This design comes from an exercise in tuning for a short achievable clock period and few clock cycles per item on the open sky130 flow, not from production work. In this exercise RTL edits were held to simulation tests only and were not proved equivalent to the original. Power and IR drop assume default switching activity.

`flow/run.sh`:
```
#!/bin/bash
# synth_recipe.tcl (not shown) runs the flow's synth.tcl, then flattens the netlist and writes it again
# the make line also repeats each setting of config.mk as NAME=value (left out here)
make -C /OpenROAD-flow-scripts/flow DESIGN_CONFIG=/design/flow/config.mk WORK_HOME=/design/flow/orfs CLKGATE_MAP_FILE= SYNTH_SCRIPT=/design/flow/synth_recipe.tcl finish
```
`flow/config.mk`:
```
export PLATFORM = sky130hd
export DESIGN_NAME = pipeline_cpu
export DESIGN_NICKNAME = pipeline_cpu
export VERILOG_FILES = /design/flow/design.v
export SDC_FILE = /design/flow/constraint.sdc
export NUM_CORES = 4
export LEC_CHECK = 0
export CAP_MARGIN = 20
export CORE_MARGIN = 2
export CORE_UTILIZATION = 40
export PLACE_DENSITY = 0.6
export SETUP_SLACK_MARGIN = 5
export SLEW_MARGIN = 20
export SYNTH_HIERARCHICAL = 1
export SYNTH_MINIMUM_KEEP_SIZE = 0
```
`flow/constraint.sdc`:
```
create_clock -name core_clock -period 8.5 [get_ports {clock}]
set_input_delay 1.7000 -clock core_clock [delete_from_list [all_inputs] [get_ports {clock}]]
set_output_delay 1.7000 -clock core_clock [all_outputs]
set_load 0.01 [all_outputs]
```
`flow/design.v`:
```
`default_nettype none
package cpu_pkg;
    localparam int XLEN = 32;
    typedef logic [XLEN-1:0] word_t;
    typedef logic [4:0]      reg_addr_t;
    localparam reg_addr_t REG_RA = 5'd31;
    localparam word_t NOP_INSTR = '0;
    localparam int OPC_MSB   = 31;
    localparam int OPC_LSB   = 27;
    localparam int RD_MSB    = 26;
    localparam int RD_LSB    = 22;
    localparam int RS_MSB    = 21;
    localparam int RS_LSB    = 17;
    localparam int RT_MSB    = 16;
    localparam int RT_LSB    = 12;
    localparam int SHAMT_MSB = 11;
    localparam int SHAMT_LSB = 7;
    localparam int ALUOP_MSB = 6;
    localparam int ALUOP_LSB = 2;
    localparam int IMM_MSB   = 16;
    localparam int IMM_LSB   = 0;
    localparam int TGT_MSB   = 26;
    localparam int TGT_LSB   = 0;
    typedef enum logic [4:0] {
        OPC_ALU  = 5'd0,
        OPC_J    = 5'd1,
        OPC_BNE  = 5'd2,
        OPC_JAL  = 5'd3,
        OPC_JR   = 5'd4,
        OPC_ADDI = 5'd5,
        OPC_BLT  = 5'd6,
        OPC_SW   = 5'd7,
        OPC_LW   = 5'd8
    } opcode_e;
    typedef enum logic [4:0] {
        ALU_ADD = 5'd0,
        ALU_SUB = 5'd1,
        ALU_AND = 5'd2,
        ALU_OR  = 5'd3,
        ALU_SLL = 5'd4,
        ALU_SRA = 5'd5
    } alu_op_e;
    typedef struct packed {
        word_t pc_plus1;
        word_t ir;
    } fd_t;
    typedef struct packed {
        word_t pc_plus1;
        word_t ir;
        word_t a;
        word_t b;
    } dx_t;
    typedef struct packed {
        word_t ir;
        word_t o;
        word_t b;
    } xm_t;
    typedef struct packed {
        word_t ir;
        word_t o;
        word_t d;
    } mw_t;
    typedef struct packed {
        logic  taken;
        word_t target;
    } redirect_t;
    typedef struct packed {
        logic xm_a;
        logic mw_a;
        logic xm_b;
        logic mw_b;
        logic mw_dm;
    } bypass_t;
    function automatic logic writes_reg(input logic [4:0] op);
        writes_reg = (op == cpu_pkg::OPC_ALU) || (op == cpu_pkg::OPC_ADDI) || (op == cpu_pkg::OPC_LW) || (op == cpu_pkg::OPC_JAL);
    endfunction
    function automatic logic reads_rs(input logic [4:0] op);
        reads_rs = (op == cpu_pkg::OPC_ALU) || (op == cpu_pkg::OPC_BNE) || (op == cpu_pkg::OPC_ADDI) ||
                   (op == cpu_pkg::OPC_BLT) || (op == cpu_pkg::OPC_SW) || (op == cpu_pkg::OPC_LW);
    endfunction
    function automatic logic reads_rd(input logic [4:0] op);
        reads_rd = (op == cpu_pkg::OPC_SW) || (op == cpu_pkg::OPC_BNE) || (op == cpu_pkg::OPC_JR) || (op == cpu_pkg::OPC_BLT);
    endfunction
endpackage
`default_nettype wire
`default_nettype none
`timescale 1ns/1ps
module pipeline_cpu #(
    parameter bit USE_BTB  = 1'b0,
    parameter int BTB_BITS = 4,
    parameter int BHT_BITS = 6,
    parameter bit F_JUMP   = 1'b1,
    parameter bit F_BR     = 1'b1,
    parameter int F_BR_BITS = 8
) (
    input  wire                 clock,
    input  wire                 arst_n,
    output cpu_pkg::word_t      address_imem,
    input  cpu_pkg::word_t      q_imem,
    output cpu_pkg::word_t      address_dmem,
    output cpu_pkg::word_t      data,
    output logic                wren,
    input  cpu_pkg::word_t      q_dmem,
    output logic                ctrl_write_enable,
    output cpu_pkg::reg_addr_t  ctrl_write_reg,
    output cpu_pkg::reg_addr_t  ctrl_read_reg_a,
    output cpu_pkg::reg_addr_t  ctrl_read_reg_b,
    output cpu_pkg::word_t      data_write_reg,
    input  cpu_pkg::word_t      data_read_reg_a,
    input  cpu_pkg::word_t      data_read_reg_b
);
    localparam logic [4:0] OP_ALU = 5'd0, OP_J = 5'd1, OP_BNE = 5'd2, OP_JAL = 5'd3,
                           OP_JR = 5'd4, OP_ADDI = 5'd5, OP_BLT = 5'd6, OP_SW = 5'd7,
                           OP_LW = 5'd8;
    localparam int NBTB = 1 << BTB_BITS;
    localparam int NBHT = 1 << BHT_BITS;
    localparam logic [1:0] K_JUMP = 2'd0, K_BR = 2'd1, K_RET = 2'd2;
    logic [31:0] pc;
    logic [31:0] ras;           
    logic [NBTB-1:0]                      btb_v;
    logic [NBTB-1:0][31-BTB_BITS:0]       btb_tag;
    logic [NBTB-1:0][1:0]                 btb_kind;
    logic [NBTB-1:0][31:0]                btb_tgt;
    logic [NBHT-1:0][1:0]                 bht;
    logic        fd_valid;
    logic [31:0] fd_ir;
    logic [31:0] fd_pc;
    logic [31:0] fd_pc1;
    logic        fd_fpred;      
    logic        fd_bht;        
    logic        fd_near;       
    logic [31:0] fd_ras;
    logic [4:0]  fd_rb;
    logic [31:0] dx_a, dx_b, dx_sd;
    logic        dx_a_m, dx_a_w, dx_a_r;
    logic        dx_b_m, dx_b_w, dx_b_r;
    logic        dx_s_m, dx_s_w, dx_s_r;
    logic        dx_add, dx_sub, dx_and, dx_or, dx_sll, dx_sra;
    logic [4:0]  dx_sh;
    logic        dx_wr, dx_lw, dx_sw, dx_dmfwd;
    logic [4:0]  dx_rd;
    logic        dx_bne, dx_blt, dx_pred, dx_jr;
    logic [31:0] dx_alt;        
    logic [31:0] dx_jr_pred;
    logic [BHT_BITS-1:0] dx_bidx;
    logic [31:0] xm_o, xm_sd;
    logic        xm_wr, xm_lw, xm_sw;
    logic        xm_bne, xm_blt, xm_jr, xm_pred;
    logic [3:0]  xm_eq, xm_lt, xm_jreq;    
    logic [31:0] xm_target;
    logic [BHT_BITS-1:0] xm_bidx;
    logic        mw_br, mw_taken;
    logic [BHT_BITS-1:0] mw_bidx;
    logic [4:0]  xm_rd;
    logic [31:0] mw_data;
    logic        mw_wr;
    logic [4:0]  mw_rd;
    logic [31:0]          pc_plus1;
    logic [BTB_BITS-1:0]  f_idx;
    logic                 f_hit, f_bht, f_pred;
    logic [1:0]           f_kind;
    logic [31:0]          f_target, f_seq, f_next;
    logic [4:0]           f_opc, f_rb;
    logic                 f_dec_jump, f_dec_jr, f_dec_br, f_dec;
    logic [31:0]          f_btarget;
    logic                 f_near;
    assign address_imem = pc;
    assign pc_plus1     = pc + 32'd1;
    assign f_idx    = pc[BTB_BITS-1:0];
    assign f_hit    = USE_BTB && btb_v[f_idx] && (btb_tag[f_idx] == pc[31:BTB_BITS]);
    assign f_kind   = btb_kind[f_idx];
    assign f_bht    = bht[pc[BHT_BITS-1:0]][1];
    assign f_pred   = f_hit && ((f_kind != K_BR) || f_bht);
    assign f_target = (f_kind == K_RET) ? ras : btb_tgt[f_idx];
    assign f_seq    = f_pred ? f_target : pc_plus1;
    assign f_opc      = q_imem[31:27];
    assign f_dec_jump = F_JUMP && ((f_opc == OP_J) || (f_opc == OP_JAL));
    assign f_dec_jr   = F_JUMP && (f_opc == OP_JR);
    assign f_dec_br   = F_BR && ((f_opc == OP_BNE) || (f_opc == OP_BLT)) &&
                        (q_imem[16:0] != 17'd0) && f_bht && f_near;
    assign f_dec      = f_dec_jump || f_dec_jr || f_dec_br;
    near_target #(.NB(F_BR_BITS)) u_near_target (
        .base   (pc_plus1),
        .imm    (q_imem[16:0]),
        .target (f_btarget),
        .near   (f_near)
    );
    assign f_next = f_dec_jump ? {5'd0, q_imem[26:0]} :
                    f_dec_jr   ? ras :
                    f_dec_br   ? f_btarget : f_seq;
    assign f_rb = ((f_opc == OP_SW) || (f_opc == OP_BNE) || (f_opc == OP_JR) || (f_opc == OP_BLT))
                  ? q_imem[26:22] : q_imem[16:12];
    logic [4:0]  d_opc, d_rd, d_rs, d_rt, d_fn, d_dest, d_bsrc;
    logic        d_alu, d_addi, d_lw, d_sw, d_bne, d_blt, d_j, d_jal, d_jr;
    logic        d_rd_rs, d_rd_b, d_use_imm, d_wr;
    logic [31:0] d_imm, d_btarget, d_target, d_jr_pred;
    logic        d_br, d_pred, d_redirect, stall;
    logic        d_a_m, d_a_w, d_b_m, d_b_w, d_s_m, d_s_w;
    logic [1:0]  d_kind;
    assign d_opc  = fd_ir[31:27];
    assign d_rd   = fd_ir[26:22];
    assign d_rs   = fd_ir[21:17];
    assign d_rt   = fd_ir[16:12];
    assign d_fn   = fd_ir[6:2];
    assign d_imm  = {{15{fd_ir[16]}}, fd_ir[16:0]};
    assign d_alu  = fd_valid && (d_opc == OP_ALU);
    assign d_addi = fd_valid && (d_opc == OP_ADDI);
    assign d_lw   = fd_valid && (d_opc == OP_LW);
    assign d_sw   = fd_valid && (d_opc == OP_SW);
    assign d_bne  = fd_valid && (d_opc == OP_BNE);
    assign d_blt  = fd_valid && (d_opc == OP_BLT);
    assign d_j    = fd_valid && ((d_opc == OP_J) || (d_opc == OP_JAL));
    assign d_jal  = fd_valid && (d_opc == OP_JAL);
    assign d_jr   = fd_valid && (d_opc == OP_JR);
    assign ctrl_read_reg_a = d_rs;
    assign ctrl_read_reg_b = fd_rb;
    assign d_rd_rs   = d_alu || d_addi || d_lw || d_sw || d_bne || d_blt;
    assign d_rd_b    = (d_alu && (d_fn[4:2] == 3'd0)) || d_bne || d_blt || d_jr;
    assign d_bsrc    = d_alu ? d_rt : d_rd;
    assign d_use_imm = d_addi || d_lw || d_sw;
    assign d_dest    = d_jal ? 5'd31 : d_rd;
    assign d_wr      = (d_alu || d_addi || d_lw || d_jal) && (d_dest != 5'd0);
    assign d_a_m = d_rd_rs && dx_wr && (dx_rd == d_rs);
    assign d_a_w = d_rd_rs && xm_wr && (xm_rd == d_rs) && !d_a_m;
    assign d_b_m = d_rd_b  && dx_wr && (dx_rd == d_bsrc);
    assign d_b_w = d_rd_b  && xm_wr && (xm_rd == d_bsrc) && !d_b_m;
    assign d_s_m = d_sw    && dx_wr && (dx_rd == d_rd);
    assign d_s_w = d_sw    && xm_wr && (xm_rd == d_rd) && !d_s_m;
    assign stall = dx_lw && (d_a_m || d_b_m);
    assign d_br      = (d_bne || d_blt) && (fd_ir[16:0] != 17'd0);
    assign d_btarget = fd_pc1 + d_imm;
    assign d_jr_pred = fd_fpred ? fd_ras : ras;
    assign d_pred    = d_j || d_jr || (d_br && fd_bht && fd_near);
    assign d_target  = d_j  ? {5'd0, fd_ir[26:0]} :
                       d_jr ? d_jr_pred : d_btarget;
    assign d_kind    = d_jr ? K_RET : d_br ? K_BR : K_JUMP;
    assign d_redirect = !(F_JUMP && F_BR && !USE_BTB) &&
                        fd_valid && !stall && (d_pred != fd_fpred);
    logic [31:0] opb, sd;
    logic [31:0] sum, diff, logic_res, res;
    logic [3:0]  x_eq, x_lt, x_jreq;
    logic [31:0] x_target;
    bypass_mux u_bypass_b (
        .m (xm_o), .w (mw_data), .r (dx_b),
        .sel_m (dx_b_m), .sel_w (dx_b_w), .sel_r (dx_b_r), .o (opb)
    );
    bypass_mux u_bypass_s (
        .m (xm_o), .w (mw_data), .r (dx_sd),
        .sel_m (dx_s_m), .sel_w (dx_s_w), .sel_r (dx_s_r), .o (sd)
    );
    alu_add u_alu_add (
        .xm_o (xm_o), .mw_data (mw_data), .dx_a (dx_a), .dx_b (dx_b),
        .a_m (dx_a_m), .a_w (dx_a_w), .a_r (dx_a_r),
        .b_m (dx_b_m), .b_w (dx_b_w), .b_r (dx_b_r),
        .sum (sum), .diff (diff)
    );
    alu_logic u_alu_logic (
        .xm_o (xm_o), .mw_data (mw_data), .dx_a (dx_a), .dx_b (dx_b),
        .a_m (dx_a_m), .a_w (dx_a_w), .a_r (dx_a_r),
        .b_m (dx_b_m), .b_w (dx_b_w), .b_r (dx_b_r),
        .sh (dx_sh), .op_and (dx_and), .op_or (dx_or), .op_sll (dx_sll), .op_sra (dx_sra),
        .o (logic_res)
    );
    assign res = ({32{dx_add}} & sum) | ({32{dx_sub}} & diff) | logic_res;
    branch_compare u_branch_compare (
        .xm_o    (xm_o),
        .mw_data (mw_data),
        .dx_a    (dx_a),
        .dx_b    (dx_b),
        .jr_pred (dx_jr_pred),
        .a_m     (dx_a_m),
        .a_w     (dx_a_w),
        .a_r     (dx_a_r),
        .b_m     (dx_b_m),
        .b_w     (dx_b_w),
        .b_r     (dx_b_r),
        .eq      (x_eq),
        .lt      (x_lt),
        .jr_eq   (x_jreq)
    );
    assign x_target = dx_jr ? opb : dx_alt;
    logic m_ne, m_lt, m_taken, kill;
    assign m_ne    = !(&xm_eq);
    assign m_lt    = xm_lt[3] || (xm_eq[3] && xm_lt[2]) ||
                     (xm_eq[3] && xm_eq[2] && xm_lt[1]) ||
                     (xm_eq[3] && xm_eq[2] && xm_eq[1] && xm_lt[0]);
    assign m_taken = xm_bne ? m_ne : m_lt;
    assign kill    = (xm_bne && (m_ne != xm_pred)) ||
                     (xm_blt && (m_lt != xm_pred)) ||
                     (xm_jr && !(&xm_jreq));
    assign address_dmem = xm_o;
    assign wren         = xm_sw;
    assign data         = xm_sd;
    assign ctrl_write_enable = mw_wr;
    assign ctrl_write_reg    = mw_rd;
    assign data_write_reg    = mw_data;
    always_ff @(posedge clock or negedge arst_n) begin
        if (!arst_n) begin
            pc       <= '0;
            ras      <= '0;
            fd_valid <= 1'b0;
            fd_fpred <= 1'b0;
            for (int i = 0; i < NBTB; i++)
                btb_v[i] <= 1'b0;
            for (int i = 0; i < NBHT; i++)
                bht[i] <= 2'd2;
        end else begin
            if (kill) begin
                pc       <= xm_target;
                fd_valid <= 1'b0;
            end else if (d_redirect) begin
                pc       <= d_pred ? d_target : fd_pc1;
                fd_valid <= 1'b0;
            end else if (!stall) begin
                pc       <= f_next;
                fd_valid <= 1'b1;
            end
            if (!stall)
                fd_fpred <= f_pred || f_dec;
            for (int i = 0; i < NBTB; i++)
                if (d_redirect && d_pred && (fd_pc[BTB_BITS-1:0] == i))
                    btb_v[i] <= 1'b1;
            for (int i = 0; i < NBHT; i++) begin
                if (mw_br && (mw_bidx == i)) begin
                    if (mw_taken && bht[i] != 2'd3) bht[i] <= bht[i] + 2'd1;
                    if (!mw_taken && bht[i] != 2'd0) bht[i] <= bht[i] - 2'd1;
                end
            end
            if (d_jal && !stall)
                ras <= fd_pc1;
        end
    end
    always_ff @(posedge clock) begin
        if (!stall) begin
            fd_ir  <= q_imem;
            fd_pc  <= pc;
            fd_pc1 <= pc_plus1;
            fd_bht <= f_bht;
            fd_near <= f_near || !F_BR;
            fd_ras <= ras;
            fd_rb  <= f_rb;
        end
        for (int i = 0; i < NBTB; i++) begin
            if (d_redirect && d_pred && (fd_pc[BTB_BITS-1:0] == i)) begin
                btb_tag[i]  <= fd_pc[31:BTB_BITS];
                btb_kind[i] <= d_kind;
                btb_tgt[i]  <= d_target;
            end
        end
    end
    always_ff @(posedge clock or negedge arst_n) begin
        if (!arst_n) begin
            dx_wr <= 1'b0; dx_lw <= 1'b0; dx_sw <= 1'b0;
            dx_bne <= 1'b0; dx_blt <= 1'b0; dx_jr <= 1'b0;
        end else begin
            if (kill || stall) begin
                dx_wr <= 1'b0; dx_lw <= 1'b0; dx_sw <= 1'b0;
                dx_bne <= 1'b0; dx_blt <= 1'b0; dx_jr <= 1'b0;
            end else begin
                dx_wr <= d_wr; dx_lw <= d_lw; dx_sw <= d_sw;
                dx_bne <= d_br && d_bne; dx_blt <= d_br && d_blt; dx_jr <= d_jr;
            end
        end
    end
    always_ff @(posedge clock) begin
        dx_a  <= d_jal ? fd_pc1 : data_read_reg_a;
        dx_b  <= d_use_imm ? d_imm : d_jal ? 32'd0 : data_read_reg_b;
        dx_sd <= data_read_reg_b;
        dx_a_m <= d_a_m;
        dx_a_w <= d_a_w;
        dx_a_r <= !d_a_m && !d_a_w;
        dx_b_m <= d_b_m;
        dx_b_w <= d_b_w;
        dx_b_r <= !d_b_m && !d_b_w;
        dx_s_m <= d_s_m && !dx_lw;
        dx_s_w <= d_s_w;
        dx_s_r <= !d_s_m && !d_s_w;
        dx_dmfwd <= d_s_m && dx_lw;
        dx_add <= d_use_imm || d_jal || (d_alu && d_fn == 5'd0);
        dx_sub <= d_alu && (d_fn == 5'd1);
        dx_and <= d_alu && (d_fn == 5'd2);
        dx_or  <= d_alu && (d_fn == 5'd3);
        dx_sll <= d_alu && (d_fn == 5'd4);
        dx_sra <= d_alu && (d_fn == 5'd5);
        dx_sh  <= fd_ir[11:7];
        dx_rd  <= d_dest;
        dx_pred <= d_pred;
        dx_alt  <= d_pred ? fd_pc1 : d_btarget;
        dx_jr_pred <= d_jr_pred;
        dx_bidx <= fd_pc[BHT_BITS-1:0];
    end
    always_ff @(posedge clock or negedge arst_n) begin
        if (!arst_n) begin
            xm_wr <= 1'b0; xm_lw <= 1'b0; xm_sw <= 1'b0;
            xm_bne <= 1'b0; xm_blt <= 1'b0; xm_jr <= 1'b0;
            mw_wr <= 1'b0; mw_br <= 1'b0;
        end else begin
            xm_wr   <= dx_wr && !kill;
            xm_lw   <= dx_lw && !kill;
            xm_sw   <= dx_sw && !kill;
            xm_bne  <= dx_bne && !kill;
            xm_blt  <= dx_blt && !kill;
            xm_jr   <= dx_jr && !kill;
            mw_wr   <= xm_wr;
            mw_br   <= xm_bne || xm_blt;
        end
    end
    always_ff @(posedge clock) begin
        xm_o      <= res;
        xm_sd     <= dx_dmfwd ? q_dmem : sd;
        xm_rd     <= dx_rd;
        xm_target <= x_target;
        xm_pred   <= dx_pred;
        xm_eq     <= x_eq;
        xm_lt     <= x_lt;
        xm_jreq   <= x_jreq;
        xm_bidx   <= dx_bidx;
        mw_taken  <= m_taken;
        mw_bidx   <= xm_bidx;
        mw_data   <= xm_lw ? q_dmem : xm_o;
        mw_rd     <= xm_rd;
    end
endmodule
module near_target #(
    parameter int NB = 10
) (
    input  wire [31:0] base,
    input  wire [16:0] imm,
    output wire [31:0] target,
    output wire        near
);
    wire [NB:0] lo;
    assign lo     = {1'b0, base[NB-1:0]} + {1'b0, imm[NB-1:0]};
    assign near   = (imm[16:NB-1] == {(18-NB){imm[16]}}) && (lo[NB] == imm[16]);
    assign target = {base[31:NB], lo[NB-1:0]};
endmodule
module branch_compare (
    input  wire [31:0] xm_o,
    input  wire [31:0] mw_data,
    input  wire [31:0] dx_a,
    input  wire [31:0] dx_b,
    input  wire [31:0] jr_pred,
    input  wire        a_m,
    input  wire        a_w,
    input  wire        a_r,
    input  wire        b_m,
    input  wire        b_w,
    input  wire        b_r,
    output wire [3:0]  eq,
    output wire [3:0]  lt,
    output wire [3:0]  jr_eq
);
    genvar g;
    generate
        for (g = 0; g < 4; g++) begin : grp
            wire [7:0] m, w, ra, rb, p;
            wire eq_mw, eq_mb, eq_wb, eq_am, eq_aw, eq_ab;
            wire lt_wm, lt_bm, lt_mw, lt_bw, lt_ma, lt_wa, lt_ba;
            assign m  = xm_o[8*g+7:8*g];
            assign w  = mw_data[8*g+7:8*g];
            assign ra = dx_a[8*g+7:8*g];
            assign rb = dx_b[8*g+7:8*g];
            assign p  = jr_pred[8*g+7:8*g];
            assign eq_mw = (m == w);
            assign eq_mb = (m == rb);
            assign eq_wb = (w == rb);
            assign eq_am = (ra == m);
            assign eq_aw = (ra == w);
            assign eq_ab = (ra == rb);
            if (g == 3) begin : sgn
                assign lt_wm = ($signed(w)  < $signed(m));
                assign lt_bm = ($signed(rb) < $signed(m));
                assign lt_mw = ($signed(m)  < $signed(w));
                assign lt_bw = ($signed(rb) < $signed(w));
                assign lt_ma = ($signed(m)  < $signed(ra));
                assign lt_wa = ($signed(w)  < $signed(ra));
                assign lt_ba = ($signed(rb) < $signed(ra));
            end else begin : uns
                assign lt_wm = (w  < m);
                assign lt_bm = (rb < m);
                assign lt_mw = (m  < w);
                assign lt_bw = (rb < w);
                assign lt_ma = (m  < ra);
                assign lt_wa = (w  < ra);
                assign lt_ba = (rb < ra);
            end
            assign eq[g] = (a_m && b_m) || (a_w && b_w) ||
                           (a_m && b_w && eq_mw) || (a_m && b_r && eq_mb) ||
                           (a_w && b_m && eq_mw) || (a_w && b_r && eq_wb) ||
                           (a_r && b_m && eq_am) || (a_r && b_w && eq_aw) ||
                           (a_r && b_r && eq_ab);
            assign lt[g] = (a_m && b_w && lt_wm) || (a_m && b_r && lt_bm) ||
                           (a_w && b_m && lt_mw) || (a_w && b_r && lt_bw) ||
                           (a_r && b_m && lt_ma) || (a_r && b_w && lt_wa) ||
                           (a_r && b_r && lt_ba);
            assign jr_eq[g] = (b_m && (m == p)) || (b_w && (w == p)) || (b_r && (rb == p));
        end
    endgenerate
endmodule
module bypass_mux (
    input  wire [31:0] m,
    input  wire [31:0] w,
    input  wire [31:0] r,
    input  wire        sel_m,
    input  wire        sel_w,
    input  wire        sel_r,
    output wire [31:0] o
);
    assign o = ({32{sel_m}} & m) | ({32{sel_w}} & w) | ({32{sel_r}} & r);
endmodule
module alu_add (
    input  wire [31:0] xm_o,
    input  wire [31:0] mw_data,
    input  wire [31:0] dx_a,
    input  wire [31:0] dx_b,
    input  wire        a_m,
    input  wire        a_w,
    input  wire        a_r,
    input  wire        b_m,
    input  wire        b_w,
    input  wire        b_r,
    output wire [31:0] sum,
    output wire [31:0] diff
);
    wire [31:0] a, b;
    assign a    = ({32{a_m}} & xm_o) | ({32{a_w}} & mw_data) | ({32{a_r}} & dx_a);
    assign b    = ({32{b_m}} & xm_o) | ({32{b_w}} & mw_data) | ({32{b_r}} & dx_b);
    assign sum  = a + b;
    assign diff = a - b;
endmodule
module alu_logic (
    input  wire [31:0] xm_o,
    input  wire [31:0] mw_data,
    input  wire [31:0] dx_a,
    input  wire [31:0] dx_b,
    input  wire        a_m,
    input  wire        a_w,
    input  wire        a_r,
    input  wire        b_m,
    input  wire        b_w,
    input  wire        b_r,
    input  wire [4:0]  sh,
    input  wire        op_and,
    input  wire        op_or,
    input  wire        op_sll,
    input  wire        op_sra,
    output wire [31:0] o
);
    wire [31:0] a, b, shl, shr;
    assign a   = ({32{a_m}} & xm_o) | ({32{a_w}} & mw_data) | ({32{a_r}} & dx_a);
    assign b   = ({32{b_m}} & xm_o) | ({32{b_w}} & mw_data) | ({32{b_r}} & dx_b);
    assign shl = a << sh;
    assign shr = $signed(a) >>> sh;
    assign o   = ({32{op_and}} & (a & b)) |
                 ({32{op_or}}  & (a | b)) |
                 ({32{op_sll}} & shl) |
                 ({32{op_sra}} & shr);
endmodule
`default_nettype wire
```
==> results of run 1 <==
## sequential cells by signal, indices dropped and copies added (netlist names), 6 cells and up
register,count
bht,128
dx_alt,32
fd_ras,32
dx_bidx,6
dx_a,32
xm_sd,32
fd_pc,6
mw_data,32
fd_ir,32
fd_pc1,32
xm_bidx,6
dx_sd,32
xm_target,32
dx_b,32
xm_o,32
dx_jr_pred,32
mw_bidx,6
pc,32
ras,32
## cell families after synthesis
family          after synthesis  share of synthesized area
simple gates               1705                      0.179
fa+ha+maj                   298                     0.0831
flops                       674                      0.347
mux                         294                     0.0842
xor+xnor                    228                     0.0441
compound gates             1282                      0.204
buf+inv                     611                     0.0578
## metal layers
metal / part of all wire / vias up
li1: - / 19500
met1: 0.43 / 20900
met2: 0.41 / 2413
met3: 0.11 / 358
met4: 0.039 / 2
met5: 0.000072 / -
## modules after synthesis (local to each module, per instance), excerpt
module,cells inside,flip-flops and latches
alu_logic,728,0
bypass_mux,73,0
alu_add,673,0
pipeline_cpu,2728,674
branch_compare,746,0
## power by group through the flow
stage	sequential, mW	clock [mW]	combinational, mW
floorplan	4.45	0	2.60
global placement	4.70	0	3.62
detailed placement	4.70	0	3.65
CTS	4.64	3.72	3.99
global route	4.74	3.85	4.54
finish	4.68	3.67	4.18
## placed cells by master, fill, tap and decap left out, types with 33 or more instances in the layout
| master | count |
|---|---|
| a21oi_1 | 329 |
| dfxtp_4 | 45 |
| nor3_1 | 155 |
| dfrtp_1 | 134 |
| clkdlybuf4s50_1 | 235 |
| a31oi_1 | 38 |
| inv_1 | 307 |
| nor2_1 | 439 |
| nor4_1 | 34 |
| nand2b_1 | 33 |
| nand3_1 | 111 |
| mux2i_1 | 51 |
| dfxtp_1 | 301 |
| o211ai_1 | 37 |
| a221oi_1 | 38 |
| dfstp_2 | 64 |
| mux2_2 | 173 |
| xor2_1 | 122 |
| a21oi_2 | 45 |
| a221o_1 | 35 |
| nor2b_1 | 53 |
| or2_2 | 59 |
| edfxtp_1 | 109 |
| o21ai_0 | 146 |
| xnor2_1 | 103 |
| nand2_1 | 521 |
| a21o_1 | 70 |
| nand4_1 | 89 |
| a222oi_1 | 192 |
| ha_1 | 263 |
| and2_1 | 34 |
| buf_4 | 172 |
| or3_1 | 59 |
| a22oi_1 | 65 |
| clkbuf_16 | 85 |
| buf_6 | 38 |
## layout make-up
class,count,share of cell area
antenna,1,0.0000455
clock buffer,108,0.0417
clock inverter,39,0.00913
inverter,314,0.0218
multi-input combinational,3807,0.509
sequential,674,0.289
tap,1500,0.0342
timing repair buffer,524,0.0945
## timing repair
action | CTS | global route
pin swaps | 71 | 50
setup buffers | 102 | 34
endpoints found under the setup margin | 174 | 110
gates cloned | 7 | 1
gates resized for setup | 324 | 85
## metrics by stage
step	instance area (um^2)	utilization	std cells	total power, mW	setup WS, ns
after floorplan	45300	-	5092	7.05	4.49
after global placement	49300	0.439	6668	8.31	3.34
after detailed placement	49300	0.439	6669	8.35	3.30
after CTS	54300	0.483	6925	12.4	4.84
after global routing	54900	0.489	6966	13.1	4.62
final	55000	0.489	6967	12.5	4.72
## final timing paths
check / end / depth (start not counted) / slack (ns) / start
worst max-delay path: xm_o[21]$_DFF_P_ / 13 / 4.72 / dx_a_w$_DFF_P_
worst min-delay path: xm_bidx[4]$_DFF_P_ / 0 / 0.32 / dx_bidx[4]$_DFF_P_
worst max register to register: xm_o[21]$_DFF_P_ / 13 / 4.72 / dx_a_w$_DFF_P_
worst min register to register: xm_bidx[4]$_DFF_P_ / 0 / 0.32 / dx_bidx[4]$_DFF_P_
max in group asynchronous: pc[21]$_DFFE_PN0P_ / 2 / 6.25 / arst_n
min in group asynchronous: bht[96]$_DFFE_PN0P_ / 1 / 0.98 / arst_n
==> results.json, run 1 <==
{
  "drt_iter0_drc": 6458,
  "use_met2": 0.438,
  "p_int_mw": 8.05,
  "grt-ovfl-total": 0,
  "crit_type": "register to register",
  "synth_ff_type": "dfxtp_1",
  "routed_wl_um": 181000,
  "setup_tns_ns": 0,
  "path_cells": "buf_6 > a222oi_1 > inv_1 > ha_4 > clkbuf_2 > or2_2 > nor2_1 > nand2_1 > o41ai_4 > buf_6 > a2111o_1 > o311ai_1 > a221o_1",
  "core_area_um2": 112000,
  "grt_use_met1": 0.432,
  "antenna_found_initial": 6,
  "vdd_drop_max_v": 0.000187,
  "synthArstFlopShare": 0.309,
  "grt_max_degree": 130,
  "finalCritPeriodShare": 0.445,
  "area_delta_synth_final_pct": 21.5,
  "worstPathMaxFanout": 7,
  "tritoncts": "done",
  "hold_class": "register to register",
  "die_area_um2": 116000,
  "synth_cells": 5092,
  "top_usage_layer": "met2",
  "drv_slew": 0,
  "track_usage": 0.301,
  "drt-pass1-iter-count": 11,
  "fillers": 10600,
  "combPwrFrac": 0.334,
  "outcome": "complete, no violations",
  "pwr-share-clk": 0.293,
  "vias_per_cell": 6.19,
  "timing.max_cap.violations": 0,
  "die_w_um": 340,
  "use_met3": 0.0750,
  "p_leak_nw": 23.4,
  "fin_hold_ws_ns": 0.323,
  "yosysTopAreaCellShare": 0.158,
  "slowest_stage": "a222oi_1",
  "max_stage_delay_ns": 0.73,
  "p_per_area_nw_per_um2": 228,
  "worstPathArrival_ns": 4.33,
  "rsz0062_at_grt": "true",
  "drive_above_1_share": 0.187,
  "setup_viol": 0,
  "wl_per_cell_um": 26.0,
  "final_nets": 5828,
  "initial_core_util": 0.403,
  "numPortBuffers": 274,
  "crit_path_end_kind": "register",
  "numCtsBuffers": 79,
  "swShare": 0.358,
  "syn_area_um2": 45200,
  "hpwlAfterDp_um": 130000,
  "worstPathRequired_ns": 9.05,
  "tightestPinTransition_ns": 1.27,
  "crit_top_cell": "buf_6",
  "netlist-cell-type-count": 118,
  "synth_common_cells": "523 x nand2_1, 443 x nor2_1, 363 x a21oi_1",
  "period_needed_ns": 3.78,
  "yosysWarnings": 7,
  "cp_top_family": "compound AO/OA/AOI/OAI gates",
  "seqPwrFrac": 0.373,
  "dr_total_vias": 43100,
  "critPathLaunchType": "register",
  "drc": 0,
  "seq_area_um2": 15900,
  "netlist.top_cell.by_area": "dfxtp_1",
  "gp_congestion": 1.04,
  "cts_sinks": 674,
  "syn_avg_cell_area_um2": 8.88,
  "grt_pass1_vias": 40700,
  "cts_root_buf": "clkbuf_16",
  "final.setup_skew_ns": 0.0604,
  "multi_input_comb_area_um2": 28000,
  "synth_area_leaders": "dfxtp_1 16%, ha_1 8.1%, dfrtp_1 8.0%",
  "pin_count": 275,
  "cp_num_buf_inv": 4,
  "path_clk_slew_ns": 0.06,
  "yosysSeqAreaShare": 0.347,
  "yosysMostFrequentCell": "nand2_1",
  "p_sw_mw": 4.48,
  "synth.net_count": 5520,
  "fmaxAchievable_mhz": 264,
  "synth-edff-count": 109,
  "slew_headroom": 0.152,
  "cts_hold_buf": 0,
  "die_h_um": 340,
  "cts_buffer_depth": 3,
  "final_antenna_net_count": 0,
  "grt_pass1_wl_um": 266000,
  "clock_latency_ns": 0.68,
  "ctsHtreeMaxLevel": 3,
  "hold_viol": 0,
  "synth_seq_cells": 674,
  "num_rows": 123
}
Testbench counts, summed over its fixed seeds: cycles 10,423, instrs 9,364.
==> run 2, diff against run 1 <==
--- a/flow/design.v
+++ b/flow/design.v
@@ -181,5 +181,5 @@
     assign f_dec      = f_dec_jump || f_dec_jr || f_dec_br;
     near_target #(.NB(F_BR_BITS)) u_near_target (
-        .base   (pc_plus1),
+        .base   (pc),
         .imm    (q_imem[16:0]),
         .target (f_btarget),
@@ -431,5 +431,5 @@
 );
     wire [NB:0] lo;
-    assign lo     = {1'b0, base[NB-1:0]} + {1'b0, imm[NB-1:0]};
+    assign lo     = {1'b0, base[NB-1:0]} + {1'b0, imm[NB-1:0]} + {{NB{1'b0}}, 1'b1};
     assign near   = (imm[16:NB-1] == {(18-NB){imm[16]}}) && (lo[NB] == imm[16]);
     assign target = {base[31:NB], lo[NB-1:0]};
==> flow/flow/run.sh (new file) <==
#!/bin/bash
# The standard layout (standard.sh, unchanged synthesis and steps),
# with plain buffers on the ports instead of the delay cells buffer_ports
# picks by default, and the setup repair aimed a little further.
# Each tool's full output stays in orfs/logs; make's own output goes to
# standard.log here.
set -euo pipefail
bash standard.sh \
    'BUFFER_PORTS_ARGS=-buffer_cell sky130_fd_sc_hd__buf_4' \
    SETUP_SLACK_MARGIN=5.5 \
    finish > standard.log 2>&1
==> flow/standard.sh (new file) <==
#!/bin/bash
# synth_recipe.tcl (not shown) runs the flow's synth.tcl, then flattens the netlist and writes it again
# the make line also repeats each setting of config.mk as NAME=value (left out here)
make -C /OpenROAD-flow-scripts/flow DESIGN_CONFIG=/design/flow/config.mk WORK_HOME=/design/flow/orfs CLKGATE_MAP_FILE= SYNTH_SCRIPT=/design/flow/synth_recipe.tcl "${@:-finish}"
--- a/flow/config.mk
+++ b/flow/config.mk
@@ -10,5 +10,4 @@
 export CORE_UTILIZATION = 40
 export PLACE_DENSITY = 0.6
-export SETUP_SLACK_MARGIN = 5
 export SLEW_MARGIN = 20
 export SYNTH_HIERARCHICAL = 1
removed: flow/run.sh
==> results.json, run 2 <==
{
  "yosysMostFrequentCell": "nand2_1",
  "p_per_area_nw_per_um2": 219,
  "pwr-share-clk": 0.281,
  "combPwrFrac": 0.350,
  "dp_slack_ns": 3.93,
  "tightestPinTransition_ns": 1.23,
  "antenna_found_initial": 13,
  "yosysSeqAreaShare": 0.351,
  "r2r_cells": 13,
  "initial_core_util": 0.404,
  "slew_headroom": 0.177,
  "grt-ovfl-total": 0,
  "final_common_cell": "buf_4",
  "yosysWarnings": 7,
  "period_needed_ns": 3.79,
  "holdPathStages": 0,
  "crit_path_end_kind": "register",
  "pin_count": 275,
  "vdd_drop_max_v": 0.000192,
  "dr_total_vias": 44400,
  "synth.net_count": 5458,
  "final_antenna_net_count": 0,
  "worstPathRequired_ns": 9.07,
  "final_cell_mix": "594 x buf_4, 485 x nand2_1, 424 x nor2_1",
  "synth_ff_type": "dfxtp_1",
  "drt_iter0_drc": 6374,
  "syn_area_um2": 44700,
  "timing.max_cap.violations": 0,
  "largest_register_ffs": 128,
  "wl_per_cell_um": 27.3,
  "dpl_cell_area_um2": 48400,
  "synthArstFlopShare": 0.309,
  "vias_per_cell": 6.23,
  "synth_cells": 5030,
  "synth_area_leaders": "dfxtp_1 16%, ha_1 8.2%, dfrtp_1 8.1%",
  "die_h_um": 338,
  "synth_common_cells": "493 x nand2_1, 435 x nor2_1, 370 x a21oi_1",
  "setup_viol": 0,
  "cts_root_buf": "clkbuf_16",
  "clock_latency_ns": 0.71,
  "track_usage": 0.323,
  "outcome": "complete, no violations",
  "netlist.top_cell.by_area": "dfxtp_1",
  "core_area_um2": 111000,
  "drt-pass1-iter-count": 15,
  "worstPathMaxFanout": 8,
  "tritoncts": "done",
  "seqPwrFrac": 0.370,
  "p_sw_mw": 4.51,
  "grt_max_degree": 116,
  "top_layer_used": "met5",
  "worstPathArrival_ns": 4.37,
  "cts_sinks": 674,
  "dr_wl_met2_um": 87100,
  "rsz0062_at_grt": "true",
  "wl_met3_um": 18400,
  "cts_buffer_depth": 3,
  "worstHoldEndpoint": "xm_bidx[3]$_DFF_P_",
  "p_int_mw": 7.91,
  "critPathLaunchType": "input pin",
  "gp_congestion": 1.03,
  "r2r_end": "xm_o[29]$_DFF_P_",
  "min_from": "dx_bidx[3]$_DFF_P_",
  "fillers": 10300,
  "synth-edff-count": 109,
  "syn_avg_cell_area_um2": 8.89,
  "setup_slack_ns": 4.71,
  "numCtsBuffers": 79,
  "fin_area_um2": 56700,
  "swShare": 0.363,
  "hold_class": "register to register",
  "path_clk_slew_ns": 0.07,
  "numPortBuffers": 274,
  "area_delta_synth_final_pct": 26.8,
  "grt_pass1_vias": 42500,
  "final_nets": 6001,
  "drc": 0,
  "routed_wl_um": 195000,
  "timing.rr.start": "dx_a_w$_DFF_P_",
  "fmaxAchievable_mhz": 264,
  "grt_pass1_wl_um": 281000,
  "largest_register": "bht",
  "drv_slew": 0,
  "ctsHtreeMaxLevel": 3,
  "num_rows": 122,
  "die_w_um": 338,
  "netlist-cell-type-count": 113,
  "die_area_um2": 115000,
  "yosysTopAreaCellShare": 0.160,
  "setup_tns_ns": 0,
  "met1_length_um": 76600,
  "drive_above_1_share": 0.277,
  "finalCritPeriodShare": 0.446,
  "r2r_slack_ns": 4.82,
  "final.setup_skew_ns": 0.0641,
  "p_leak_nw": 24.5,
  "hold_viol": 0,
  "crit_type": "input pin to register",
  "hpwlAfterDp_um": 134000,
  "synth_seq_cells": 674
}
==> run 2: changes by cell type in the layout (fill, tap and decap cells not counted), sizes merged, moves of 20 or more <==
cell / before / now
nor3: 176 / 116
nand2: 526 / 496
buf: 244 / 745
nand3: 116 / 89
clkdlybuf4s50: 235 / 0
a31oi: 41 / 71
a211oi: 19 / 39
dlygate4sd2: 22 / 0
mux2: 203 / 173
==> run 2: area by class of cell <==
type	count	area, um^2	area share
clock inverter	31	384	0.00677
inverter	317	1230	0.0218
multi-input combinational	3744	28200	0.497
timing repair buffer	755	6820	0.120
tap	1488	1860	0.0328
timing repair inverter	2	25.0	0.000441
clock buffer	114	2270	0.0400
antenna	4	10.0	0.000176
sequential	674	16000	0.281
==> run 2: repair_timing <==
item	CTS	global route
gates resized for setup	482	128
hold endpoints to repair	0	0
hold buffers	0	0
cloned	11	7
pin swaps	138	108
buffers inserted	294	73
endpoints found under the setup margin	313	174
==> run 2: logic make-up (layout without fill, tap and decap cells) <==
family | after synthesis | count (layout) | share of synthesized area
fa+ha+maj | 298 | 298 | 0.0840
flops | 674 | 674 | 0.351
other cells | 0 | 4 | 0
compound gates | 1340 | 1340 | 0.214
simple gates | 1605 | 1608 | 0.170
buf+inv | 615 | 1219 | 0.0588
xor+xnor | 232 | 232 | 0.0454
mux | 266 | 266 | 0.0768
==> run 2: how the worst max path moves through the flow <==
| stage | end | slack [ns] | start | cells after the start |
|---|---|---|---|---|
| after detailed placement | pc[0]$_DFFE_PN0P_ | 3.93 | q_imem[0] | 15 |
| final | pc[10]$_DFFE_PN0P_ | 4.71 | q_imem[0] | 10 |
| after global routing | pc[10]$_DFFE_PN0P_ | 4.69 | q_imem[0] | 16 |
| after global placement | pc[16]$_DFFE_PN0P_ | 3.96 | q_imem[0] | 15 |
| after CTS | pc[16]$_DFFE_PN0P_ | 4.75 | q_imem[0] | 15 |
| after floorplan | pc[19]$_DFFE_PN0P_ | 4.44 | q_imem[0] | 16 |
==> run 2: power by group through the flow <==
stage	Sequential (mW)	Clock, mW	Combinational, mW
final	4.59	3.49	4.34
after floorplan	4.41	0	2.48
after detailed placement	4.69	0	3.43
after CTS	4.57	3.54	4.06
after global routing	4.65	3.66	4.67
after global placement	4.69	0	3.40
==> run 2: per-layer routing <==
| metal | up-vias | global-route usage |
|---|---|---|
| li1 | 19800 | - |
| met1 | 21500 | 0.411 |
| met2 | 2484 | 0.515 |
| met3 | 632 | 0.0705 |
| met4 | 8 | 0.169 |
| met5 | - | 0 |
==> run 2: modules after synthesis, one instance, submodules excluded, excerpt <==
module	times used	cell area [um^2]	cells
alu_logic	1	5120	728
branch_compare	1	5790	746
pipeline_cpu	1	27600	2660
bypass_mux	2	504	73
alu_add	1	4600	673
==> run 2: stage by stage <==
step | util | cells | hold slack (ns) | total power, mW
floorplan | - | 5030 | 0.310 | 6.90
global placement | 0.436 | 6593 | 0.312 | 8.09
detailed placement | 0.436 | 6594 | 0.317 | 8.13
CTS | 0.500 | 7044 | 0.331 | 12.2
global route | 0.512 | 7126 | 0.332 | 13.0
finish | 0.512 | 7129 | 0.327 | 12.4
==> run 2: critical path, stage by stage <==
cell      delay (ns)
buf_12          0.11
buf_4           0.13
nor4_1          0.53
nand4_1         0.24
nor4_2          0.64
or4_4           0.40
buf_12          0.19
clkinv_8        0.09
a31oi_1         0.20
a31oi_1         0.12
Testbench counts of run 2, summed over its fixed seeds: cycles 10,423, instrs 9,364.
==> run 3, diff against run 2 <==
--- a/flow/design.v
+++ b/flow/design.v
@@ -133,7 +133,7 @@
     logic [4:0]  fd_rb;
     logic [31:0] dx_a, dx_b, dx_sd;
-    logic        dx_a_m, dx_a_w, dx_a_r;
-    logic        dx_b_m, dx_b_w, dx_b_r;
-    logic        dx_s_m, dx_s_w, dx_s_r;
+    logic        dx_a_m, dx_a_r;
+    logic        dx_b_m, dx_b_r;
+    logic        dx_s_m, dx_s_r;
     logic        dx_add, dx_sub, dx_and, dx_or, dx_sll, dx_sra;
     logic [4:0]  dx_sh;
@@ -162,5 +162,5 @@
     logic [31:0]          f_target, f_seq, f_next;
     logic [4:0]           f_opc, f_rb;
-    logic                 f_dec_jump, f_dec_jr, f_dec_br, f_dec;
+    logic                 f_dec_jump, f_dec_jr, f_dec_br, f_dec, f_sel_br;
     logic [31:0]          f_btarget;
     logic                 f_near;
@@ -177,16 +177,16 @@
     assign f_dec_jump = F_JUMP && ((f_opc == OP_J) || (f_opc == OP_JAL));
     assign f_dec_jr   = F_JUMP && (f_opc == OP_JR);
-    assign f_dec_br   = F_BR && ((f_opc == OP_BNE) || (f_opc == OP_BLT)) &&
-                        (q_imem[16:0] != 17'd0) && f_bht && f_near;
+    assign f_sel_br   = F_BR && ((f_opc == OP_BNE) || (f_opc == OP_BLT)) && f_bht;
+    assign f_dec_br   = f_sel_br && f_near;
     assign f_dec      = f_dec_jump || f_dec_jr || f_dec_br;
-    near_target #(.NB(F_BR_BITS)) u_near_target (
-        .base   (pc),
-        .imm    (q_imem[16:0]),
-        .target (f_btarget),
-        .near   (f_near)
+    br_next #(.NB(F_BR_BITS)) u_br_next (
+        .pc       (pc),
+        .pc_plus1 (pc_plus1),
+        .imm      (q_imem[16:0]),
+        .next     (f_btarget),
+        .near     (f_near)
     );
     assign f_next = f_dec_jump ? {5'd0, q_imem[26:0]} :
-                    f_dec_jr   ? ras :
-                    f_dec_br   ? f_btarget : f_seq;
+                    f_dec_jr   ? ras : f_seq;
     assign f_rb = ((f_opc == OP_SW) || (f_opc == OP_BNE) || (f_opc == OP_JR) || (f_opc == OP_BLT))
                   ? q_imem[26:22] : q_imem[16:12];
@@ -227,4 +227,6 @@
     assign d_s_m = d_sw    && dx_wr && (dx_rd == d_rd);
     assign d_s_w = d_sw    && xm_wr && (xm_rd == d_rd) && !d_s_m;
+    logic [31:0] d_wfwd;
+    assign d_wfwd = xm_lw ? q_dmem : xm_o;
     assign stall = dx_lw && (d_a_m || d_b_m);
     assign d_br      = (d_bne || d_blt) && (fd_ir[16:0] != 17'd0);
@@ -242,21 +244,21 @@
     logic [31:0] x_target;
     bypass_mux u_bypass_b (
-        .m (xm_o), .w (mw_data), .r (dx_b),
-        .sel_m (dx_b_m), .sel_w (dx_b_w), .sel_r (dx_b_r), .o (opb)
+        .m (xm_o), .r (dx_b),
+        .sel_m (dx_b_m), .sel_r (dx_b_r), .o (opb)
     );
     bypass_mux u_bypass_s (
-        .m (xm_o), .w (mw_data), .r (dx_sd),
-        .sel_m (dx_s_m), .sel_w (dx_s_w), .sel_r (dx_s_r), .o (sd)
+        .m (xm_o), .r (dx_sd),
+        .sel_m (dx_s_m), .sel_r (dx_s_r), .o (sd)
     );
     alu_add u_alu_add (
-        .xm_o (xm_o), .mw_data (mw_data), .dx_a (dx_a), .dx_b (dx_b),
-        .a_m (dx_a_m), .a_w (dx_a_w), .a_r (dx_a_r),
-        .b_m (dx_b_m), .b_w (dx_b_w), .b_r (dx_b_r),
+        .xm_o (xm_o), .dx_a (dx_a), .dx_b (dx_b),
+        .a_m (dx_a_m), .a_r (dx_a_r),
+        .b_m (dx_b_m), .b_r (dx_b_r),
         .sum (sum), .diff (diff)
     );
     alu_logic u_alu_logic (
-        .xm_o (xm_o), .mw_data (mw_data), .dx_a (dx_a), .dx_b (dx_b),
-        .a_m (dx_a_m), .a_w (dx_a_w), .a_r (dx_a_r),
-        .b_m (dx_b_m), .b_w (dx_b_w), .b_r (dx_b_r),
+        .xm_o (xm_o), .dx_a (dx_a), .dx_b (dx_b),
+        .a_m (dx_a_m), .a_r (dx_a_r),
+        .b_m (dx_b_m), .b_r (dx_b_r),
         .sh (dx_sh), .op_and (dx_and), .op_or (dx_or), .op_sll (dx_sll), .op_sra (dx_sra),
         .o (logic_res)
@@ -265,13 +267,10 @@
     branch_compare u_branch_compare (
         .xm_o    (xm_o),
-        .mw_data (mw_data),
         .dx_a    (dx_a),
         .dx_b    (dx_b),
         .jr_pred (dx_jr_pred),
         .a_m     (dx_a_m),
-        .a_w     (dx_a_w),
         .a_r     (dx_a_r),
         .b_m     (dx_b_m),
-        .b_w     (dx_b_w),
         .b_r     (dx_b_r),
         .eq      (x_eq),
@@ -295,4 +294,16 @@
     assign ctrl_write_reg    = mw_rd;
     assign data_write_reg    = mw_data;
+    logic [31:0] pc_other, pc_d;
+    logic        pc_sel_br;
+    assign pc_other  = kill       ? xm_target :
+                       d_redirect ? (d_pred ? d_target : fd_pc1) :
+                       stall      ? pc : f_next;
+    assign pc_sel_br = f_sel_br && !kill && !d_redirect && !stall;
+    pc_final u_pc_final (
+        .other  (pc_other),
+        .br     (f_btarget),
+        .sel_br (pc_sel_br),
+        .pc_d   (pc_d)
+    );
     always_ff @(posedge clock or negedge arst_n) begin
         if (!arst_n) begin
@@ -306,14 +317,9 @@
                 bht[i] <= 2'd2;
         end else begin
-            if (kill) begin
-                pc       <= xm_target;
-                fd_valid <= 1'b0;
-            end else if (d_redirect) begin
-                pc       <= d_pred ? d_target : fd_pc1;
+            pc <= pc_d;
+            if (kill || d_redirect)
                 fd_valid <= 1'b0;
-            end else if (!stall) begin
-                pc       <= f_next;
+            else if (!stall)
                 fd_valid <= 1'b1;
-            end
             if (!stall)
                 fd_fpred <= f_pred || f_dec;
@@ -364,16 +370,13 @@
     end
     always_ff @(posedge clock) begin
-        dx_a  <= d_jal ? fd_pc1 : data_read_reg_a;
-        dx_b  <= d_use_imm ? d_imm : d_jal ? 32'd0 : data_read_reg_b;
-        dx_sd <= data_read_reg_b;
+        dx_a  <= d_jal ? fd_pc1 : d_a_w ? d_wfwd : data_read_reg_a;
+        dx_b  <= d_use_imm ? d_imm : d_jal ? 32'd0 : d_b_w ? d_wfwd : data_read_reg_b;
+        dx_sd <= d_s_w ? d_wfwd : data_read_reg_b;
         dx_a_m <= d_a_m;
-        dx_a_w <= d_a_w;
-        dx_a_r <= !d_a_m && !d_a_w;
+        dx_a_r <= !d_a_m;
         dx_b_m <= d_b_m;
-        dx_b_w <= d_b_w;
-        dx_b_r <= !d_b_m && !d_b_w;
+        dx_b_r <= !d_b_m;
         dx_s_m <= d_s_m && !dx_lw;
-        dx_s_w <= d_s_w;
-        dx_s_r <= !d_s_m && !d_s_w;
+        dx_s_r <= !d_s_m;
         dx_dmfwd <= d_s_m && dx_lw;
         dx_add <= d_use_imm || d_jal || (d_alu && d_fn == 5'd0);
@@ -422,28 +425,34 @@
     end
 endmodule
-module near_target #(
+module br_next #(
     parameter int NB = 10
 ) (
-    input  wire [31:0] base,
+    input  wire [31:0] pc,
+    input  wire [31:0] pc_plus1,
     input  wire [16:0] imm,
-    output wire [31:0] target,
+    output wire [31:0] next,
     output wire        near
 );
     wire [NB:0] lo;
-    assign lo     = {1'b0, base[NB-1:0]} + {1'b0, imm[NB-1:0]} + {{NB{1'b0}}, 1'b1};
-    assign near   = (imm[16:NB-1] == {(18-NB){imm[16]}}) && (lo[NB] == imm[16]);
-    assign target = {base[31:NB], lo[NB-1:0]};
+    assign lo   = {1'b0, pc[NB-1:0]} + {1'b0, imm[NB-1:0]} + {{NB{1'b0}}, 1'b1};
+    assign near = (imm[16:NB-1] == {(18-NB){imm[16]}}) && (lo[NB] == imm[16]);
+    assign next = near ? {pc[31:NB], lo[NB-1:0]} : pc_plus1;
+endmodule
+module pc_final (
+    input  wire [31:0] other,
+    input  wire [31:0] br,
+    input  wire        sel_br,
+    output wire [31:0] pc_d
+);
+    assign pc_d = sel_br ? br : other;
 endmodule
 module branch_compare (
     input  wire [31:0] xm_o,
-    input  wire [31:0] mw_data,
     input  wire [31:0] dx_a,
     input  wire [31:0] dx_b,
     input  wire [31:0] jr_pred,
     input  wire        a_m,
-    input  wire        a_w,
     input  wire        a_r,
     input  wire        b_m,
-    input  wire        b_w,
     input  wire        b_r,
     output wire [3:0]  eq,
@@ -454,45 +463,31 @@
     generate
         for (g = 0; g < 4; g++) begin : grp
-            wire [7:0] m, w, ra, rb, p;
-            wire eq_mw, eq_mb, eq_wb, eq_am, eq_aw, eq_ab;
-            wire lt_wm, lt_bm, lt_mw, lt_bw, lt_ma, lt_wa, lt_ba;
+            wire [7:0] m, ra, rb, p;
+            wire eq_mb, eq_am, eq_ab;
+            wire lt_bm, lt_ma, lt_ba;
             assign m  = xm_o[8*g+7:8*g];
-            assign w  = mw_data[8*g+7:8*g];
             assign ra = dx_a[8*g+7:8*g];
             assign rb = dx_b[8*g+7:8*g];
             assign p  = jr_pred[8*g+7:8*g];
-            assign eq_mw = (m == w);
             assign eq_mb = (m == rb);
-            assign eq_wb = (w == rb);
             assign eq_am = (ra == m);
-            assign eq_aw = (ra == w);
             assign eq_ab = (ra == rb);
             if (g == 3) begin : sgn
-                assign lt_wm = ($signed(w)  < $signed(m));
                 assign lt_bm = ($signed(rb) < $signed(m));
-                assign lt_mw = ($signed(m)  < $signed(w));
-                assign lt_bw = ($signed(rb) < $signed(w));
                 assign lt_ma = ($signed(m)  < $signed(ra));
-                assign lt_wa = ($signed(w)  < $signed(ra));
                 assign lt_ba = ($signed(rb) < $signed(ra));
             end else begin : uns
-                assign lt_wm = (w  < m);
                 assign lt_bm = (rb < m);
-                assign lt_mw = (m  < w);
-                assign lt_bw = (rb < w);
                 assign lt_ma = (m  < ra);
-                assign lt_wa = (w  < ra);
                 assign lt_ba = (rb < ra);
             end
-            assign eq[g] = (a_m && b_m) || (a_w && b_w) ||
-                           (a_m && b_w && eq_mw) || (a_m && b_r && eq_mb) ||
-                           (a_w && b_m && eq_mw) || (a_w && b_r && eq_wb) ||
-                           (a_r && b_m && eq_am) || (a_r && b_w && eq_aw) ||
+            assign eq[g] = (a_m && b_m) ||
+                           (a_m && b_r && eq_mb) ||
+                           (a_r && b_m && eq_am) ||
                            (a_r && b_r && eq_ab);
-            assign lt[g] = (a_m && b_w && lt_wm) || (a_m && b_r && lt_bm) ||
-                           (a_w && b_m && lt_mw) || (a_w && b_r && lt_bw) ||
-                           (a_r && b_m && lt_ma) || (a_r && b_w && lt_wa) ||
+            assign lt[g] = (a_m && b_r && lt_bm) ||
+                           (a_r && b_m && lt_ma) ||
                            (a_r && b_r && lt_ba);
-            assign jr_eq[g] = (b_m && (m == p)) || (b_w && (w == p)) || (b_r && (rb == p));
+            assign jr_eq[g] = (b_m && (m == p)) || (b_r && (rb == p));
         end
     endgenerate
@@ -500,23 +495,18 @@
 module bypass_mux (
     input  wire [31:0] m,
-    input  wire [31:0] w,
     input  wire [31:0] r,
     input  wire        sel_m,
-    input  wire        sel_w,
     input  wire        sel_r,
     output wire [31:0] o
 );
-    assign o = ({32{sel_m}} & m) | ({32{sel_w}} & w) | ({32{sel_r}} & r);
+    assign o = ({32{sel_m}} & m) | ({32{sel_r}} & r);
 endmodule
 module alu_add (
     input  wire [31:0] xm_o,
-    input  wire [31:0] mw_data,
     input  wire [31:0] dx_a,
     input  wire [31:0] dx_b,
     input  wire        a_m,
-    input  wire        a_w,
     input  wire        a_r,
     input  wire        b_m,
-    input  wire        b_w,
     input  wire        b_r,
     output wire [31:0] sum,
@@ -524,6 +514,6 @@
 );
     wire [31:0] a, b;
-    assign a    = ({32{a_m}} & xm_o) | ({32{a_w}} & mw_data) | ({32{a_r}} & dx_a);
-    assign b    = ({32{b_m}} & xm_o) | ({32{b_w}} & mw_data) | ({32{b_r}} & dx_b);
+    assign a    = ({32{a_m}} & xm_o) | ({32{a_r}} & dx_a);
+    assign b    = ({32{b_m}} & xm_o) | ({32{b_r}} & dx_b);
     assign sum  = a + b;
     assign diff = a - b;
@@ -531,12 +521,9 @@
 module alu_logic (
     input  wire [31:0] xm_o,
-    input  wire [31:0] mw_data,
     input  wire [31:0] dx_a,
     input  wire [31:0] dx_b,
     input  wire        a_m,
-    input  wire        a_w,
     input  wire        a_r,
     input  wire        b_m,
-    input  wire        b_w,
     input  wire        b_r,
     input  wire [4:0]  sh,
@@ -548,6 +535,6 @@
 );
     wire [31:0] a, b, shl, shr;
-    assign a   = ({32{a_m}} & xm_o) | ({32{a_w}} & mw_data) | ({32{a_r}} & dx_a);
-    assign b   = ({32{b_m}} & xm_o) | ({32{b_w}} & mw_data) | ({32{b_r}} & dx_b);
+    assign a   = ({32{a_m}} & xm_o) | ({32{a_r}} & dx_a);
+    assign b   = ({32{b_m}} & xm_o) | ({32{b_r}} & dx_b);
     assign shl = a << sh;
     assign shr = $signed(a) >>> sh;
==> results.json, run 3 <==
{
  "cts_root_buf": "clkbuf_16",
  "netlist-cell-type-count": 121,
  "cp_num_cells": 13,
  "gp_congestion": 1.03,
  "worstPathRequired_ns": 9.05,
  "drt-pass1-iter-count": 6,
  "cts_sinks": 671,
  "track_usage": 0.303,
  "yosysWarnings": 7,
  "die_w_um": 332,
  "cp_top_family": "compound AO/OA/AOI/OAI gates",
  "grt_pass1_vias": 38100,
  "tritoncts": "done",
  "grt_max_degree": 113,
  "final_antenna_net_count": 0,
  "seq_area_um2": 15800,
  "antenna_found_initial": 3,
  "vias_per_cell": 6.25,
  "timing.max_cap.violations": 0,
  "synth.net_count": 4997,
  "worstPathMaxFanout": 9,
  "numPortBuffers": 274,
  "slew_headroom": 0.273,
  "fmaxAchievable_mhz": 285,
  "holdPathStages": 0,
  "synth_ff_type": "dfxtp_1",
  "synth_area_leaders": "dfxtp_1 16%, dfrtp_1 8.4%, edfxtp_1 7.6%",
  "tightestPinTransition_ns": 1.09,
  "vdd_drop_max_v": 0.000165,
  "finalCritPeriodShare": 0.413,
  "fin_hold_ws_ns": 0.321,
  "drc": 0,
  "core_area_um2": 107000,
  "routed_wl_um": 177000,
  "synth_seq_cells": 671,
  "synth_cells": 4665,
  "hold_class": "register to register",
  "synth_common_cells": "440 x nand2_1, 394 x nor2_1, 354 x dfxtp_1",
  "seqPwrFrac": 0.371,
  "largest_register_ffs": 128,
  "crit_path_end_kind": "register",
  "die_area_um2": 110000,
  "netlist.top_cell.by_area": "dfxtp_1",
  "p_int_mw": 8.20,
  "setup_viol": 0,
  "yosysSeqAreaShare": 0.363,
  "grt-ovfl-total": 0,
  "grt_pass1_wl_um": 255000,
  "yosysTopAreaCellShare": 0.164,
  "cp_num_buf_inv": 1,
  "combPwrFrac": 0.348,
  "path_clk_slew_ns": 0.06,
  "final_cell_mix": "484 x buf_4, 435 x nand2_1, 387 x nor2_1",
  "clock_latency_ns": 0.68,
  "dr_total_vias": 40900,
  "initial_core_util": 0.403,
  "area_delta_synth_final_pct": 24.7,
  "hold_viol": 0,
  "synthArstFlopShare": 0.310,
  "ctsHtreeMaxLevel": 3,
  "drv_slew": 0,
  "hpwlAfterDp_um": 120000,
  "p_leak_nw": 22.5,
  "cts_buffer_depth": 3,
  "max_stage_delay_ns": 0.40,
  "p_total_mw": 12.8,
  "yosysMostFrequentCell": "nand2_1",
  "numCtsBuffers": 79,
  "drive_above_1_share": 0.284,
  "fillers": 9831,
  "multi_input_comb_area_um2": 27000,
  "syn_avg_cell_area_um2": 9.24,
  "final_nets": 5406,
  "wl_per_cell_um": 27.1,
  "syn_area_um2": 43100,
  "rsz0062_at_grt": "true",
  "die_h_um": 332,
  "antenna_cells": 0,
  "final.setup_skew_ns": 0.0540,
  "slowest_stage": "dfxtp_4",
  "largest_register": "bht",
  "worstPathArrival_ns": 4.06,
  "pin_count": 275,
  "final_common_cell": "buf_4",
  "drt_iter0_drc": 5140,
  "crit_type": "register to register",
  "setup_tns_ns": 0,
  "synth-edff-count": 109,
  "p_sw_mw": 4.56,
  "swShare": 0.357,
  "period_needed_ns": 3.51,
  "pwr-share-clk": 0.280,
  "num_rows": 120,
  "r2r_cells": 13,
  "critPathLaunchType": "register",
  "p_per_area_nw_per_um2": 237,
  "outcome": "complete, no violations",
  "path_cells": "buf_12 > a22o_4 > ha_4 > fa_2 > a211oi_2 > nor2_2 > o41ai_4 > a21o_1 > o21ai_4 > a31oi_4 > o31ai_2 > xnor2_1 > a221o_1"
}
## run 3: cell count changes after synthesis, sizes merged, moves of 54 or more
cell and change:
a22o +161, ha -96, a222oi -187, nand2 -54
inv -125, a21oi -103, o21ai +242
## run 3: metal layers
metal	part of all wire	up-vias	global-route usage
met1	0.44	19900	0.438
met3	0.10	434	0.0685
met4	0.043	2	0.108
li1	-	18200	-
met2	0.42	2259	0.441
met5	0.000085	-	0
## run 3: cell type report
cell class	count	area share
multi-input combinational	3530	0.502
sequential	671	0.295
timing repair buffer	602	0.107
clock buffer	110	0.0413
tap	1403	0.0326
inverter	190	0.0141
clock inverter	36	0.00889
## run 3: power groups by stage
stage	Combinational (mW)	Sequential [mW]	Clock, mW
after detailed placement	3.56	4.86	0
after global placement	3.53	4.84	0
after floorplan	2.63	4.56	0
after CTS	4.17	4.71	3.63
after global routing	4.78	4.81	3.76
final	4.45	4.74	3.58
## run 3: logic make-up (layout without fill, tap and decap cells)
group | count (synthesis) | in the layout | synth area share
AOI/OAI and AO/OA | 1464 | 1469 | 0.233
and+or+nand+nor | 1273 | 1273 | 0.135
DFF | 671 | 671 | 0.363
buffers and inverters | 469 | 938 | 0.0520
muxes | 382 | 382 | 0.116
xor gates and xnor gates | 204 | 204 | 0.0414
adders and majority gates | 202 | 202 | 0.0593
## run 3: worst register-to-register path, cell delays in order (launching register included)
cell and delay, ns:
dfxtp_4 0.40, buf_12 0.18, a22o_4 0.28, ha_4 0.17
fa_2 0.36, a211oi_2 0.23, nor2_2 0.10, o41ai_4 0.39
a21o_1 0.30, o21ai_4 0.10, a31oi_4 0.27, o31ai_2 0.11
xnor2_1 0.17, a221o_1 0.32
## run 3: worst paths after layout
check | endpoint | slack [ns] | startpoint
max in group asynchronous | bht[42]$_DFFE_PN0P_ | 5.95 | arst_n
worst max register to register | xm_o[26]$_DFF_P_ | 4.99 | dx_b_m$_DFF_P_
worst min-delay path | mw_bidx[5]$_DFF_P_ | 0.32 | xm_bidx[5]$_DFF_P_
min in group asynchronous | bht[116]$_DFFE_PN0P_ | 1.11 | arst_n
worst min register to register | mw_bidx[5]$_DFF_P_ | 0.32 | xm_bidx[5]$_DFF_P_
worst max-delay path | xm_o[26]$_DFF_P_ | 4.99 | dx_b_m$_DFF_P_
## run 3: repair_timing
| action | CTS | global route |
|---|---|---|
| pin swaps | 47 | 52 |
| setup endpoints to repair | 292 | 233 |
| resized for setup | 341 | 155 |
| cloned | 16 | 18 |
| buffers inserted | 161 | 79 |
| hold buffers | 0 | 0 |
## run 3: through the flow
stage | setup slack, ns | std cells | instance area [um^2] | util
after floorplan | 4.29 | 4665 | 43500 | -
after global placement | 3.92 | 6121 | 46200 | 0.431
after detailed placement | 3.90 | 6121 | 46200 | 0.431
after CTS | 5.02 | 6444 | 52000 | 0.486
after global routing | 4.95 | 6542 | 53800 | 0.502
final | 4.99 | 6542 | 53800 | 0.502
## run 3: Yosys stat by module, one instance, submodules excluded, excerpt
module	cell area, um^2	flops+latches	cells	copies in the design
branch_compare	3060	0	405	1
pc_final	544	0	36	1
alu_add	4400	0	620	1
bypass_mux	350	0	38	2
alu_logic	5100	0	720	1
pipeline_cpu	27900	671	2616	1
Testbench counts of run 3, summed over its fixed seeds: cycles 10,423, instrs 9,364.

==> static timing again, ports no longer ideal <==
The results above use ideal ports. As a check the final layouts listed here were re-extracted and re-timed, cells and wires unchanged.
Step 1 sets driving cells, clkbuf_16 on the clock port and buf_2 on the other inputs (assumed; they add their load-dependent delay and slew).
Step 2 adds t to the input delays and takes it off the output delays; t is the mean of the earliest and latest rising clock arrival at the registers after step 1. Input paths then give back, and output paths get back, about the clock's delay inside the block.
a / b / c = no drivers / after step 1 / after step 2; a / b = the first two.
run	t, ns	setup slack, ns	worst register clock-pin slew, ns	pins driven straight from the clock port
run 1	0.729	4.716 / 4.716 / 4.057	0.08 / 0.08	1
run 2	0.748	4.705 / 4.714 / 3.966	0.07 / 0.07	1
run 3	0.726	4.990 / 4.990 / 4.532	0.07 / 0.07	1
After both steps setup and hold are still met in every run listed. For run 2, which loses most, drivers alone change the setup slack by +0.009 ns; drivers and shift together by -0.739 ns.
